What follows belongs to an exercise in optimizing a design on an open flow for small area and a short achievable clock period; a production flow would make more cautious choices. In this exercise RTL edits were held to simulation tests only and were not proved equivalent to the original. Power figures rest on the tool's default switching activity, not on a simulated workload.

==> inputs of build 77 <==
==> flow/design.v <==
package streebog_pkg;
  localparam int BLOCK_BITS = 512;
  localparam int LEN_W      = 10;
endpackage
module streebog_hsel (
  input  logic hold,
  input  logic sel_s,
  input  logic sel_p,
  input  logic h,
  input  logic s_n,
  input  logic p_n,
  output logic d
);
  assign d = ~((hold & ~h) | (sel_s & s_n) | (sel_p & p_n));
endmodule
module streebog_rdy (
  input  logic sl,
  input  logic m,
  input  logic r,
  input  logic nf,
  input  logic nfc,
  output logic y
);
  assign y = sl ? (nf | (r & m)) : (nfc | (r & m));
endmodule
module streebog_block_packer #(
  parameter int IN_WIDTH  = 64,
  parameter int OUT_DEPTH = 2
) (
  input  logic                               clk_i,
  input  logic                               rstn_i,
  input  logic                               abort_i,
  input  logic [IN_WIDTH-1:0]                s_data_i,
  input  logic                               s_valid_i,
  output logic                               s_ready_o,
  input  logic                               s_last_i,
  input  logic [$clog2(IN_WIDTH/8+1)-1:0]    s_nbytes_i,
  output logic [511:0]                       m_data_o,
  output logic                               m_valid_o,
  input  logic                               m_ready_i,
  output logic                               m_last_o,
  output logic [9:0]                         m_last_len_o,
  output logic                               busy_o
);
  logic [2:0]   cnt_q;
  logic         ready_q;
  logic         hd_v_q, sc_v_q;
  logic         nf_q;       
  logic         busy_q;
  logic         nfc_q;      
  logic [2:0]   cnt_d;
  logic         hd_v_d, sc_v_d;
  logic [447:0] asm_q;
  logic [511:0] hd_q, sc_q;    
  logic [6:0]   hd_len_q, sc_len_q;    
  logic         hd_last_q, sc_last_q;
  logic         cnt7, closes, accept, push, pop, keep, clr;
  logic         hd_hold, hd_sc, hd_pd;
  logic [511:0] pd_n, hd_d;
  logic [7:0]   bm;         
  logic [63:0]  wd;         
  logic [3:0]   nb_eff;
  logic         pad_next;   
  logic [511:0] pd;         
  logic [6:0]   pd_len;
  logic         pd_last;
  assign cnt7      = (cnt_q == 3'd7);
  assign closes    = s_last_i || cnt7;
  streebog_rdy u_rdy (
    .sl (s_last_i),
    .m  (m_ready_i),
    .r  (ready_q),
    .nf (nf_q),
    .nfc(nfc_q),
    .y  (s_ready_o)
  );
  assign accept    = s_valid_i && s_ready_o && !abort_i;
  assign push      = accept && closes;
  assign pop       = hd_v_q && m_ready_i && !abort_i;
  always_comb begin
    nb_eff = s_last_i ? s_nbytes_i : 4'd8;
    for (int j = 0; j < 8; j++) begin
      bm[j] = (nb_eff > 4'(j));
      for (int b = 0; b < 8; b++) wd[8*j+b] = s_data_i[8*j+b] && bm[j];
      if (nb_eff == 4'(j)) wd[8*j] = 1'b1;
    end
    pad_next = (nb_eff == 4'd8);
    for (int k = 0; k < 7; k++)
      pd[64*k +: 64] = asm_q[64*k +: 64] | (cnt_q == 3'(k) ? wd : 64'd0);
    pd[448 +: 64] = cnt7 ? wd : 64'd0;
    for (int k = 1; k < 8; k++)
      if (cnt_q == 3'(k - 1) && pad_next) pd[64*k] = 1'b1;
    pd_last = s_last_i;
    pd_len  = {cnt_q, 3'd0} + 7'(nb_eff);
  end
  always_comb begin
    cnt_d  = cnt_q;
    hd_v_d = hd_v_q;
    sc_v_d = sc_v_q;
    if (abort_i) begin
      cnt_d  = '0;
      hd_v_d = 1'b0;
      sc_v_d = 1'b0;
    end else begin
      if (accept) cnt_d = closes ? 3'd0 : cnt_q + 3'd1;
      if (push && !pop) begin
        hd_v_d = 1'b1;
        sc_v_d = hd_v_q;
      end else if (pop && !push) begin
        hd_v_d = sc_v_q;
        sc_v_d = 1'b0;
      end
    end
  end
  always_ff @(posedge clk_i or negedge rstn_i) begin
    if (!rstn_i) begin
      cnt_q   <= '0;
      ready_q <= 1'b0;
      hd_v_q  <= 1'b0;
      sc_v_q  <= 1'b0;
      nf_q    <= 1'b0;
      nfc_q   <= 1'b0;
      busy_q  <= 1'b0;
    end else begin
      ready_q <= 1'b1;
      cnt_q   <= cnt_d;
      hd_v_q  <= hd_v_d;
      sc_v_q  <= sc_v_d;
      nf_q    <= !sc_v_d;
      nfc_q   <= !sc_v_d || (cnt_d != 3'd7);
      busy_q  <= (cnt_d != 3'd0) || hd_v_d;
    end
  end
  assign keep = accept && !closes;
  assign clr  = !ready_q || abort_i || push;
  always_ff @(posedge clk_i) begin
    for (int k = 0; k < 7; k++)
      if (clr || cnt_q == 3'(k)) asm_q[64*k +: 64] <= keep ? s_data_i : 64'd0;
  end
  always_ff @(posedge clk_i) begin
    if (!sc_v_q || m_ready_i) begin
      sc_q      <= pd_n;    
      sc_len_q  <= pd_len;
      sc_last_q <= pd_last;
    end
    if (!hd_v_q || m_ready_i) begin
      hd_len_q  <= sc_v_q ? sc_len_q  : pd_len;
      hd_last_q <= sc_v_q ? sc_last_q : pd_last;
    end
  end
  assign hd_hold = hd_v_q && !m_ready_i;
  assign hd_sc   = !hd_hold && sc_v_q;
  assign hd_pd   = !hd_hold && !sc_v_q;
  assign pd_n    = ~pd;
  for (genvar i = 0; i < 512; i++) begin : g_hd
    streebog_hsel u_hsel (
      .hold (hd_hold),
      .sel_s(hd_sc),
      .sel_p(hd_pd),
      .h    (hd_q[i]),
      .s_n  (sc_q[i]),
      .p_n  (pd_n[i]),
      .d    (hd_d[i])
    );
  end
  always_ff @(posedge clk_i) hd_q <= hd_d;
  assign m_valid_o    = hd_v_q;
  assign m_data_o     = hd_q;
  assign m_last_len_o = {hd_len_q, 3'd0};
  assign m_last_o     = hd_last_q;
  assign busy_o       = busy_q;
endmodule
==> flow/flow/run.sh <==
#!/bin/bash
# Layout flow: the standard ORFS flow (standard.sh) with two changes.
#  1. Synthesis keeps the bit-level helper modules streebog_hsel and
#     streebog_rdy as black boxes; Yosys then fills them in with the gates of
#     flow/cells_map.v (an inverter and an a222oi per head bit, and a
#     two-level s_ready_o). Every register comes from the standard synthesis
#     unchanged.
#  2. The port buffers of global placement are made as the smallest buffer
#     (timing repair still resizes any of them).
set -euo pipefail
export BUFFER_PORTS_ARGS="-buffer_cell sky130_fd_sc_hd__buf_1"
export SYNTH_BLACKBOXES="streebog_hsel streebog_rdy"
R="$PWD/orfs/results/${FLOW_PLATFORM}/streebog_block_packer/base"
LIB="$FLOW_HOME/platforms/${FLOW_PLATFORM}/lib/sky130_fd_sc_hd__tt_025C_1v80.lib"

bash standard.sh "$R/1_2_yosys.v" > synth.log 2>&1
cp "$R/1_2_yosys.v" netlist_synth.v
yosys -p "read_liberty -lib -ignore_miss_func $LIB; read_verilog netlist_synth.v; techmap -map flow/cells_map.v; opt_clean -purge; stat -liberty $LIB; write_verilog -noattr -noexpr -nohex -nodec netlist_mapped.v" > map_cells.log 2>&1
cp netlist_mapped.v "$R/1_2_yosys.v"
bash standard.sh > standard_flow.log 2>&1
==> flow/flow/cells_map.v <==
// Gate-level bodies for the helper modules that synthesis keeps as black
// boxes (see run.sh). Same functions as in rtl/streebog_block_fifo.sv.
module streebog_hsel (hold, sel_s, sel_p, h, s_n, p_n, d);
  input hold, sel_s, sel_p, h, s_n, p_n;
  output d;
  wire h_n;
  sky130_fd_sc_hd__inv_1 u_inv (.A(h), .Y(h_n));
  sky130_fd_sc_hd__a222oi_1 u_aoi (.A1(hold), .A2(h_n), .B1(sel_s), .B2(s_n),
                                   .C1(sel_p), .C2(p_n), .Y(d));
endmodule

module streebog_rdy (sl, m, r, nf, nfc, y);
  input sl, m, r, nf, nfc;
  output y;
  wire y0_n, y1_n;
  sky130_fd_sc_hd__a21oi_1 u_y0 (.A1(r), .A2(m), .B1(nfc), .Y(y0_n));
  sky130_fd_sc_hd__a21oi_1 u_y1 (.A1(r), .A2(m), .B1(nf), .Y(y1_n));
  sky130_fd_sc_hd__mux2i_1 u_mux (.A0(y0_n), .A1(y1_n), .S(sl), .Y(y));
endmodule
==> flow/standard.sh <==
#!/bin/bash
# synth_recipe.tcl (not shown) runs the flow's synth.tcl, then flattens the netlist and writes it again
# the make line also repeats each setting of config.mk as NAME=value (left out here)
make -C /OpenROAD-flow-scripts/flow DESIGN_CONFIG=/design/flow/config.mk WORK_HOME=/design/flow/orfs CLKGATE_MAP_FILE= SYNTH_SCRIPT=/design/flow/synth_recipe.tcl "${@:-finish}"
==> flow/config.mk <==
export PLATFORM = sky130hd
export DESIGN_NAME = streebog_block_packer
export DESIGN_NICKNAME = streebog_block_packer
export VERILOG_FILES = /design/flow/design.v
export SDC_FILE = /design/flow/constraint.sdc
export NUM_CORES = 4
export LEC_CHECK = 0
export CAP_MARGIN = 20
export CORE_MARGIN = 2
export CORE_UTILIZATION = 45
export SETUP_SLACK_MARGIN = 3.0
export SLEW_MARGIN = 20
==> flow/constraint.sdc <==
create_clock -name core_clock -period 5.5 [get_ports {clk_i}]
set_input_delay 1.1000 -clock core_clock [delete_from_list [all_inputs] [get_ports {clk_i}]]
set_output_delay 1.1000 -clock core_clock [all_outputs]
set_load 0.01 [all_outputs]
==> trial 58 (differences from build 77) <==
==> flow/design.v, changed modules only <==
module streebog_rdy (
  input  logic sl,
  input  logic m,
  input  logic nf_n,
  input  logic fr,
  input  logic nc_n,
  output logic y
);
  assign y = ~nf_n | (fr & m) | (~nc_n & ~sl);
endmodule
module streebog_inv (
  input  logic a,
  output logic y
);
  assign y = ~a;
endmodule
module streebog_block_packer #(
  parameter int IN_WIDTH  = 64,
  parameter int OUT_DEPTH = 2
) (
  input  logic                               clk_i,
  input  logic                               rstn_i,
  input  logic                               abort_i,
  input  logic [IN_WIDTH-1:0]                s_data_i,
  input  logic                               s_valid_i,
  output logic                               s_ready_o,
  input  logic                               s_last_i,
  input  logic [$clog2(IN_WIDTH/8+1)-1:0]    s_nbytes_i,
  output logic [511:0]                       m_data_o,
  output logic                               m_valid_o,
  input  logic                               m_ready_i,
  output logic                               m_last_o,
  output logic [9:0]                         m_last_len_o,
  output logic                               busy_o
);
  logic [2:0]   cnt_q;
  logic         ready_q;
  logic         hd_v_q, sc_v_q;
  logic         rdy_full_q;  
  logic         rdy_fr_q;    
  logic         rdy_c7_q;    
  logic         s_rdy;
  logic         busy_q;
  logic [2:0]   cnt_d;
  logic         hd_v_d, sc_v_d;
  logic [447:0] asm_q;
  logic [511:0] hd_q, sc_q;    
  logic [7:0]   hd_md_q, sc_md_q, hd_md_d, pd_md_n;
  logic         s_last_n, s_last, m_ready_n, m_ready;
  logic         cnt7, closes, accept, push, pop, keep, clr;
  logic         hd_hold, hd_sc, hd_pd;
  logic [511:0] pd_n, hd_d;
  logic [7:0]   bm;         
  logic [63:0]  wd;         
  logic [3:0]   nb_eff;
  logic         pad_next;   
  logic [511:0] pd;         
  logic [6:0]   pd_len;
  logic         pd_last;
  streebog_inv u_last_inv (
    .a(s_last_i),
    .y(s_last_n)
  );
  assign s_last = ~s_last_n;
  streebog_inv u_ready_inv (
    .a(m_ready_i),
    .y(m_ready_n)
  );
  assign m_ready = ~m_ready_n;
  assign cnt7      = (cnt_q == 3'd7);
  assign closes    = s_last || cnt7;
  streebog_rdy u_rdy (
    .sl  (s_last_i),
    .m   (m_ready_i),
    .nf_n(rdy_full_q),
    .fr  (rdy_fr_q),
    .nc_n(rdy_c7_q),
    .y   (s_ready_o)
  );
  assign s_rdy = ready_q && (!closes || !sc_v_q || m_ready);
  assign accept    = s_valid_i && s_rdy && !abort_i;
  assign push      = accept && closes;
  assign pop       = hd_v_q && m_ready && !abort_i;
  always_comb begin
    nb_eff = s_last ? s_nbytes_i : 4'd8;
    for (int j = 0; j < 8; j++) begin
      bm[j] = (nb_eff > 4'(j));
      for (int b = 0; b < 8; b++) wd[8*j+b] = s_data_i[8*j+b] && bm[j];
      if (nb_eff == 4'(j)) wd[8*j] = 1'b1;
    end
    pad_next = (nb_eff == 4'd8);
    for (int k = 0; k < 7; k++)
      pd[64*k +: 64] = asm_q[64*k +: 64] | (cnt_q == 3'(k) ? wd : 64'd0);
    pd[448 +: 64] = cnt7 ? wd : 64'd0;
    for (int k = 1; k < 8; k++)
      if (cnt_q == 3'(k - 1) && pad_next) pd[64*k] = 1'b1;
    pd_last = s_last;
    pd_len  = {cnt_q, 3'd0} + 7'(nb_eff);
  end
  always_comb begin
    cnt_d  = cnt_q;
    hd_v_d = hd_v_q;
    sc_v_d = sc_v_q;
    if (abort_i) begin
      cnt_d  = '0;
      hd_v_d = 1'b0;
      sc_v_d = 1'b0;
    end else begin
      if (accept) cnt_d = closes ? 3'd0 : cnt_q + 3'd1;
      if (push && !pop) begin
        hd_v_d = 1'b1;
        sc_v_d = hd_v_q;
      end else if (pop && !push) begin
        hd_v_d = sc_v_q;
        sc_v_d = 1'b0;
      end
    end
  end
  always_ff @(posedge clk_i or negedge rstn_i) begin
    if (!rstn_i) begin
      cnt_q   <= '0;
      ready_q <= 1'b0;
      hd_v_q  <= 1'b0;
      sc_v_q  <= 1'b0;
      busy_q  <= 1'b0;
    end else begin
      ready_q <= 1'b1;
      cnt_q   <= cnt_d;
      hd_v_q  <= hd_v_d;
      sc_v_q  <= sc_v_d;
      busy_q  <= (cnt_d != 3'd0) || hd_v_d;
    end
  end
  always_ff @(posedge clk_i or negedge rstn_i) begin
    if (!rstn_i) rdy_fr_q <= 1'b0;
    else         rdy_fr_q <= sc_v_d || (cnt_d == 3'd7);
  end
  always_ff @(posedge clk_i or negedge rstn_i) begin
    if (!rstn_i) begin
      rdy_full_q <= 1'b1;
      rdy_c7_q   <= 1'b1;
    end else begin
      rdy_full_q <= sc_v_d;
      rdy_c7_q   <= (cnt_d == 3'd7);
    end
  end
  assign keep = accept && !closes;
  assign clr  = !ready_q || abort_i || push;
  always_ff @(posedge clk_i) begin
    for (int k = 0; k < 7; k++)
      if (clr || cnt_q == 3'(k)) asm_q[64*k +: 64] <= keep ? s_data_i : 64'd0;
  end
  always_ff @(posedge clk_i) begin
    if (!sc_v_q || m_ready) begin
      sc_q    <= pd_n;       
      sc_md_q <= pd_md_n;    
    end
  end
  assign hd_hold = hd_v_q && !m_ready;
  assign hd_sc   = !hd_hold && sc_v_q;
  assign hd_pd   = !hd_hold && !sc_v_q;
  assign pd_n    = ~pd;
  for (genvar i = 0; i < 512; i++) begin : g_hd
    streebog_hsel u_hsel (
      .hold (hd_hold),
      .sel_s(hd_sc),
      .sel_p(hd_pd),
      .h    (hd_q[i]),
      .s_n  (sc_q[i]),
      .p_n  (pd_n[i]),
      .d    (hd_d[i])
    );
  end
  always_ff @(posedge clk_i) hd_q <= hd_d;
  assign pd_md_n = ~{pd_last, pd_len};
  for (genvar i = 0; i < 8; i++) begin : g_hm
    streebog_hsel u_hsel (
      .hold (hd_hold),
      .sel_s(hd_sc),
      .sel_p(hd_pd),
      .h    (hd_md_q[i]),
      .s_n  (sc_md_q[i]),
      .p_n  (pd_md_n[i]),
      .d    (hd_md_d[i])
    );
  end
  always_ff @(posedge clk_i) hd_md_q <= hd_md_d;
  assign m_valid_o    = hd_v_q;
  assign m_data_o     = hd_q;
  assign m_last_len_o = {hd_md_q[6:0], 3'd0};
  assign m_last_o     = hd_md_q[7];
  assign busy_o       = busy_q;
endmodule
==> flow/flow/run.sh (replaced) <==
#!/bin/bash
# Layout flow: the standard ORFS flow (standard.sh) with these changes.
#  1. Synthesis keeps the bit-level helper modules streebog_hsel,
#     streebog_rdy and streebog_inv as black boxes; Yosys then fills them in
#     with the gates of flow/cells_map.v (an inverter and an a222oi per head
#     bit, o211ai(nand2) for s_ready_o, and inverters that isolate
#     the other loads of s_last_i and m_ready_i). Every register comes from
#     the standard synthesis unchanged.
#  2. The port buffers of global placement are made as the smallest buffer
#     (timing repair still resizes any of them).
#  3. Pin placement keeps s_last_i, s_ready_o and m_ready_i together
#     (flow/io.tcl).
#  4. Clock tree synthesis with the cluster settings of config.mk and without
#     dummy loads.
set -euo pipefail
export BUFFER_PORTS_ARGS="-buffer_cell sky130_fd_sc_hd__buf_1"
export SYNTH_BLACKBOXES="streebog_hsel streebog_rdy streebog_inv"
export PRE_IO_PLACEMENT_TCL="$PWD/flow/io.tcl"
export CTS_ARGS="-sink_clustering_enable -repair_clock_nets -sink_clustering_size 20 -sink_clustering_max_diameter 100 -buf_list sky130_fd_sc_hd__clkbuf_16 -dont_use_dummy_load"
R="$PWD/orfs/results/${FLOW_PLATFORM}/streebog_block_packer/base"
LIB="$FLOW_HOME/platforms/${FLOW_PLATFORM}/lib/sky130_fd_sc_hd__tt_025C_1v80.lib"

bash standard.sh "$R/1_2_yosys.v" > synth.log 2>&1
cp "$R/1_2_yosys.v" netlist_synth.v
yosys -p "read_liberty -lib -ignore_miss_func $LIB; read_verilog netlist_synth.v; techmap -map flow/cells_map.v; opt_clean -purge; stat -liberty $LIB; write_verilog -noattr -noexpr -nohex -nodec netlist_mapped.v" > map_cells.log 2>&1
cp netlist_mapped.v "$R/1_2_yosys.v"
bash standard.sh > standard_flow.log 2>&1
==> flow/flow/cells_map.v (replaced) <==
// Gate-level bodies for the helper modules that synthesis keeps as black
// boxes (see run.sh). Same functions as in rtl/streebog_block_fifo.sv.
module streebog_hsel (hold, sel_s, sel_p, h, s_n, p_n, d);
  input hold, sel_s, sel_p, h, s_n, p_n;
  output d;
  wire h_n;
  sky130_fd_sc_hd__inv_1 u_inv (.A(h), .Y(h_n));
  sky130_fd_sc_hd__a222oi_1 u_aoi (.A1(hold), .A2(h_n), .B1(sel_s), .B2(s_n),
                                   .C1(sel_p), .C2(p_n), .Y(d));
endmodule

module streebog_rdy (sl, m, nf_n, fr, nc_n, y);
  input sl, m, nf_n, fr, nc_n;
  output y;
  wire t1;
  sky130_fd_sc_hd__nand2_2 u_t1 (.A(fr), .B(m), .Y(t1));
  sky130_fd_sc_hd__o211ai_4 u_y (.A1(sl), .A2(nc_n), .B1(t1), .C1(nf_n), .Y(y));
endmodule

module streebog_inv (a, y);
  input a;
  output y;
  sky130_fd_sc_hd__inv_2 u_inv (.A(a), .Y(y));
endmodule
==> flow/flow/io.tcl (new file) <==
# Keep the ports of the only input-to-output path (s_last_i and m_ready_i to
# s_ready_o) next to each other on the die's edge.
set_io_pin_constraint -group -order -pin_names {s_last_i s_ready_o m_ready_i}
- CORE_UTILIZATION: 45 -> 55
- CTS_BUF_LIST: default -> sky130_fd_sc_hd__clkbuf_16
- CTS_CLUSTER_DIAMETER: default -> 100
- CTS_CLUSTER_SIZE: default -> 20
==> build 6 (differences from build 77) <==
==> flow/design.v, changed modules only <==
module streebog_rdy (
  input  logic sl,
  input  logic m,
  input  logic r,
  input  logic nf_n,
  input  logic nc_n,
  output logic y
);
  assign y = ~(~(r & m) & ((nc_n | sl) & nf_n));
endmodule
module streebog_block_packer #(
  parameter int IN_WIDTH  = 64,
  parameter int OUT_DEPTH = 2
) (
  input  logic                               clk_i,
  input  logic                               rstn_i,
  input  logic                               abort_i,
  input  logic [IN_WIDTH-1:0]                s_data_i,
  input  logic                               s_valid_i,
  output logic                               s_ready_o,
  input  logic                               s_last_i,
  input  logic [$clog2(IN_WIDTH/8+1)-1:0]    s_nbytes_i,
  output logic [511:0]                       m_data_o,
  output logic                               m_valid_o,
  input  logic                               m_ready_i,
  output logic                               m_last_o,
  output logic [9:0]                         m_last_len_o,
  output logic                               busy_o
);
  logic [2:0]   cnt_q;
  logic         ready_q;
  logic         hd_v_q, sc_v_q;
  logic         full_q;     
  logic         cnt7_q;     
  logic         s_rdy;
  logic         busy_q;
  logic [2:0]   cnt_d;
  logic         hd_v_d, sc_v_d;
  logic [447:0] asm_q;
  logic [511:0] hd_q, sc_q;    
  logic [6:0]   hd_len_q, sc_len_q;    
  logic         hd_last_q, sc_last_q;
  logic         cnt7, closes, accept, push, pop, keep, clr;
  logic         hd_hold, hd_sc, hd_pd;
  logic [511:0] pd_n, hd_d;
  logic [7:0]   bm;         
  logic [63:0]  wd;         
  logic [3:0]   nb_eff;
  logic         pad_next;   
  logic [511:0] pd;         
  logic [6:0]   pd_len;
  logic         pd_last;
  assign cnt7      = (cnt_q == 3'd7);
  assign closes    = s_last_i || cnt7;
  streebog_rdy u_rdy (
    .sl  (s_last_i),
    .m   (m_ready_i),
    .r   (ready_q),
    .nf_n(full_q),
    .nc_n(cnt7_q),
    .y   (s_ready_o)
  );
  assign s_rdy = ready_q && (!closes || !sc_v_q || m_ready_i);
  assign accept    = s_valid_i && s_rdy && !abort_i;
  assign push      = accept && closes;
  assign pop       = hd_v_q && m_ready_i && !abort_i;
  always_comb begin
    nb_eff = s_last_i ? s_nbytes_i : 4'd8;
    for (int j = 0; j < 8; j++) begin
      bm[j] = (nb_eff > 4'(j));
      for (int b = 0; b < 8; b++) wd[8*j+b] = s_data_i[8*j+b] && bm[j];
      if (nb_eff == 4'(j)) wd[8*j] = 1'b1;
    end
    pad_next = (nb_eff == 4'd8);
    for (int k = 0; k < 7; k++)
      pd[64*k +: 64] = asm_q[64*k +: 64] | (cnt_q == 3'(k) ? wd : 64'd0);
    pd[448 +: 64] = cnt7 ? wd : 64'd0;
    for (int k = 1; k < 8; k++)
      if (cnt_q == 3'(k - 1) && pad_next) pd[64*k] = 1'b1;
    pd_last = s_last_i;
    pd_len  = {cnt_q, 3'd0} + 7'(nb_eff);
  end
  always_comb begin
    cnt_d  = cnt_q;
    hd_v_d = hd_v_q;
    sc_v_d = sc_v_q;
    if (abort_i) begin
      cnt_d  = '0;
      hd_v_d = 1'b0;
      sc_v_d = 1'b0;
    end else begin
      if (accept) cnt_d = closes ? 3'd0 : cnt_q + 3'd1;
      if (push && !pop) begin
        hd_v_d = 1'b1;
        sc_v_d = hd_v_q;
      end else if (pop && !push) begin
        hd_v_d = sc_v_q;
        sc_v_d = 1'b0;
      end
    end
  end
  always_ff @(posedge clk_i or negedge rstn_i) begin
    if (!rstn_i) begin
      cnt_q   <= '0;
      ready_q <= 1'b0;
      hd_v_q  <= 1'b0;
      sc_v_q  <= 1'b0;
      busy_q  <= 1'b0;
    end else begin
      ready_q <= 1'b1;
      cnt_q   <= cnt_d;
      hd_v_q  <= hd_v_d;
      sc_v_q  <= sc_v_d;
      busy_q  <= (cnt_d != 3'd0) || hd_v_d;
    end
  end
  always_ff @(posedge clk_i or negedge rstn_i) begin
    if (!rstn_i) begin
      full_q <= 1'b1;
      cnt7_q <= 1'b1;
    end else begin
      full_q <= sc_v_d;
      cnt7_q <= (cnt_d == 3'd7);
    end
  end
  assign keep = accept && !closes;
  assign clr  = !ready_q || abort_i || push;
  always_ff @(posedge clk_i) begin
    for (int k = 0; k < 7; k++)
      if (clr || cnt_q == 3'(k)) asm_q[64*k +: 64] <= keep ? s_data_i : 64'd0;
  end
  always_ff @(posedge clk_i) begin
    if (!sc_v_q || m_ready_i) begin
      sc_q      <= pd_n;    
      sc_len_q  <= pd_len;
      sc_last_q <= pd_last;
    end
    if (!hd_v_q || m_ready_i) begin
      hd_len_q  <= sc_v_q ? sc_len_q  : pd_len;
      hd_last_q <= sc_v_q ? sc_last_q : pd_last;
    end
  end
  assign hd_hold = hd_v_q && !m_ready_i;
  assign hd_sc   = !hd_hold && sc_v_q;
  assign hd_pd   = !hd_hold && !sc_v_q;
  assign pd_n    = ~pd;
  for (genvar i = 0; i < 512; i++) begin : g_hd
    streebog_hsel u_hsel (
      .hold (hd_hold),
      .sel_s(hd_sc),
      .sel_p(hd_pd),
      .h    (hd_q[i]),
      .s_n  (sc_q[i]),
      .p_n  (pd_n[i]),
      .d    (hd_d[i])
    );
  end
  always_ff @(posedge clk_i) hd_q <= hd_d;
  assign m_valid_o    = hd_v_q;
  assign m_data_o     = hd_q;
  assign m_last_len_o = {hd_len_q, 3'd0};
  assign m_last_o     = hd_last_q;
  assign busy_o       = busy_q;
endmodule
--- a/flow/flow/run.sh
+++ b/flow/flow/run.sh
@@ -1,15 +1,18 @@
 #!/bin/bash
-# Layout flow: the standard ORFS flow (standard.sh) with two changes.
+# Layout flow: the standard ORFS flow (standard.sh) with three changes.
 #  1. Synthesis keeps the bit-level helper modules streebog_hsel and
 #     streebog_rdy as black boxes; Yosys then fills them in with the gates of
-#     flow/cells_map.v (an inverter and an a222oi per head bit, and a
-#     two-level s_ready_o). Every register comes from the standard synthesis
-#     unchanged.
+#     flow/cells_map.v (an inverter and an a222oi per head bit, and
+#     nand2(nand2, o21a) for s_ready_o). Every register comes from the
+#     standard synthesis unchanged.
 #  2. The port buffers of global placement are made as the smallest buffer
 #     (timing repair still resizes any of them).
+#  3. Pin placement keeps s_last_i, s_ready_o and m_ready_i together
+#     (flow/io.tcl).
 set -euo pipefail
 export BUFFER_PORTS_ARGS="-buffer_cell sky130_fd_sc_hd__buf_1"
 export SYNTH_BLACKBOXES="streebog_hsel streebog_rdy"
+export PRE_IO_PLACEMENT_TCL="$PWD/flow/io.tcl"
 R="$PWD/orfs/results/${FLOW_PLATFORM}/streebog_block_packer/base"
 LIB="$FLOW_HOME/platforms/${FLOW_PLATFORM}/lib/sky130_fd_sc_hd__tt_025C_1v80.lib"
 
--- a/flow/flow/cells_map.v
+++ b/flow/flow/cells_map.v
@@ -9,11 +9,11 @@
                                    .C1(sel_p), .C2(p_n), .Y(d));
 endmodule
 
-module streebog_rdy (sl, m, r, nf, nfc, y);
-  input sl, m, r, nf, nfc;
+module streebog_rdy (sl, m, r, nf_n, nc_n, y);
+  input sl, m, r, nf_n, nc_n;
   output y;
-  wire y0_n, y1_n;
-  sky130_fd_sc_hd__a21oi_1 u_y0 (.A1(r), .A2(m), .B1(nfc), .Y(y0_n));
-  sky130_fd_sc_hd__a21oi_1 u_y1 (.A1(r), .A2(m), .B1(nf), .Y(y1_n));
-  sky130_fd_sc_hd__mux2i_1 u_mux (.A0(y0_n), .A1(y1_n), .S(sl), .Y(y));
+  wire a_n, b;
+  sky130_fd_sc_hd__nand2_1 u_a (.A(r), .B(m), .Y(a_n));
+  sky130_fd_sc_hd__o21a_1 u_b (.A1(nc_n), .A2(sl), .B1(nf_n), .X(b));
+  sky130_fd_sc_hd__nand2_1 u_y (.A(a_n), .B(b), .Y(y));
 endmodule
==> flow/flow/io.tcl (new file) <==
# Keep the ports of the only input-to-output path (s_last_i and m_ready_i to
# s_ready_o) next to each other on the die's edge.
set_io_pin_constraint -group -order -pin_names {s_last_i s_ready_o m_ready_i}
- CTS_BUF_LIST: default -> sky130_fd_sc_hd__clkbuf_16
- CTS_CLUSTER_DIAMETER: default -> 100
- CTS_CLUSTER_SIZE: default -> 20
==> run notes <==
Peak ir drop on the vdd network: build 77 0.262 mV; build 6 0.225 mV; trial 58 0.215 mV
Combined global-route utilization of all metal layers: build 77 0.268; build 6 0.273; trial 58 0.322
Net count, final: build 77 4228; build 6 4141; trial 58 4141
Final clock skew: build 77 0.0218 ns; build 6 0.0242 ns; trial 58 0.0319 ns
Final weighted congestion in routability-driven placement: build 77 0.767; build 6 0.774; trial 58 0.818
H-tree levels: build 77 4; build 6 3; trial 58 3
Met2 Wirelength: build 77 75900 um; build 6 77700 um; trial 58 75300 um
Leakage power of the design: build 77 24.2 nW; build 6 23.5 nW; trial 58 23.1 nW
Total CTS buffers: build 77 154; build 6 85; trial 58 84
Power per standard cell area: build 77 416 mW/mm^2; build 6 355 mW/mm^2; trial 58 352 mW/mm^2
Final Critical Period: build 77 2.72 ns; build 6 2.69 ns; trial 58 2.61 ns
Taps Inserted: build 77 1500; build 6 1500; trial 58 1254
Area occupied by multi-input gates: build 77 0.00953 sq mm; build 6 0.00940 sq mm; trial 58 0.00960 sq mm
End of the worst register-to-register path: build 77 hd_q[15]; build 6 asm_q[90]; trial 58 hd_q[312]
Run status: build 77 complete, no violations; build 6 complete, no violations; trial 58 complete, no violations

-- port drivers added, routing unchanged --
In the flow no input, the clock included, has a driving cell. The finished layouts below were timed again as built, in two steps. Step 1, drivers: a clkbuf_16 drives clk_i and a buf_2 each remaining input, both assumed. Step 2 adds t to the input delays and takes it off the output delays; t is the mean of the earliest and latest rising clock arrival at the registers after step 1. Input paths then give back, and output paths get back, about the clock's delay inside the block. Slacks: no drivers / after step 1 / after step 2; pairs: no drivers / after step 1.
| run | t (ns) | setup slack, ns | worst data-port slew with drivers (ns) |
|---|---|---|---|
| build 77 | 0.819 | 2.776 / 2.726 / 2.147 | 0.17 |
| trial 58 | 0.730 | 2.892 / 2.803 / 2.282 | 0.19 |
| build 6 | 0.762 | 2.808 / 2.689 / 2.226 | 0.17 |
After both steps setup and hold are still met in every run listed. For build 77, which loses most, drivers alone change the setup slack by -0.050 ns; drivers and shift together by -0.629 ns.
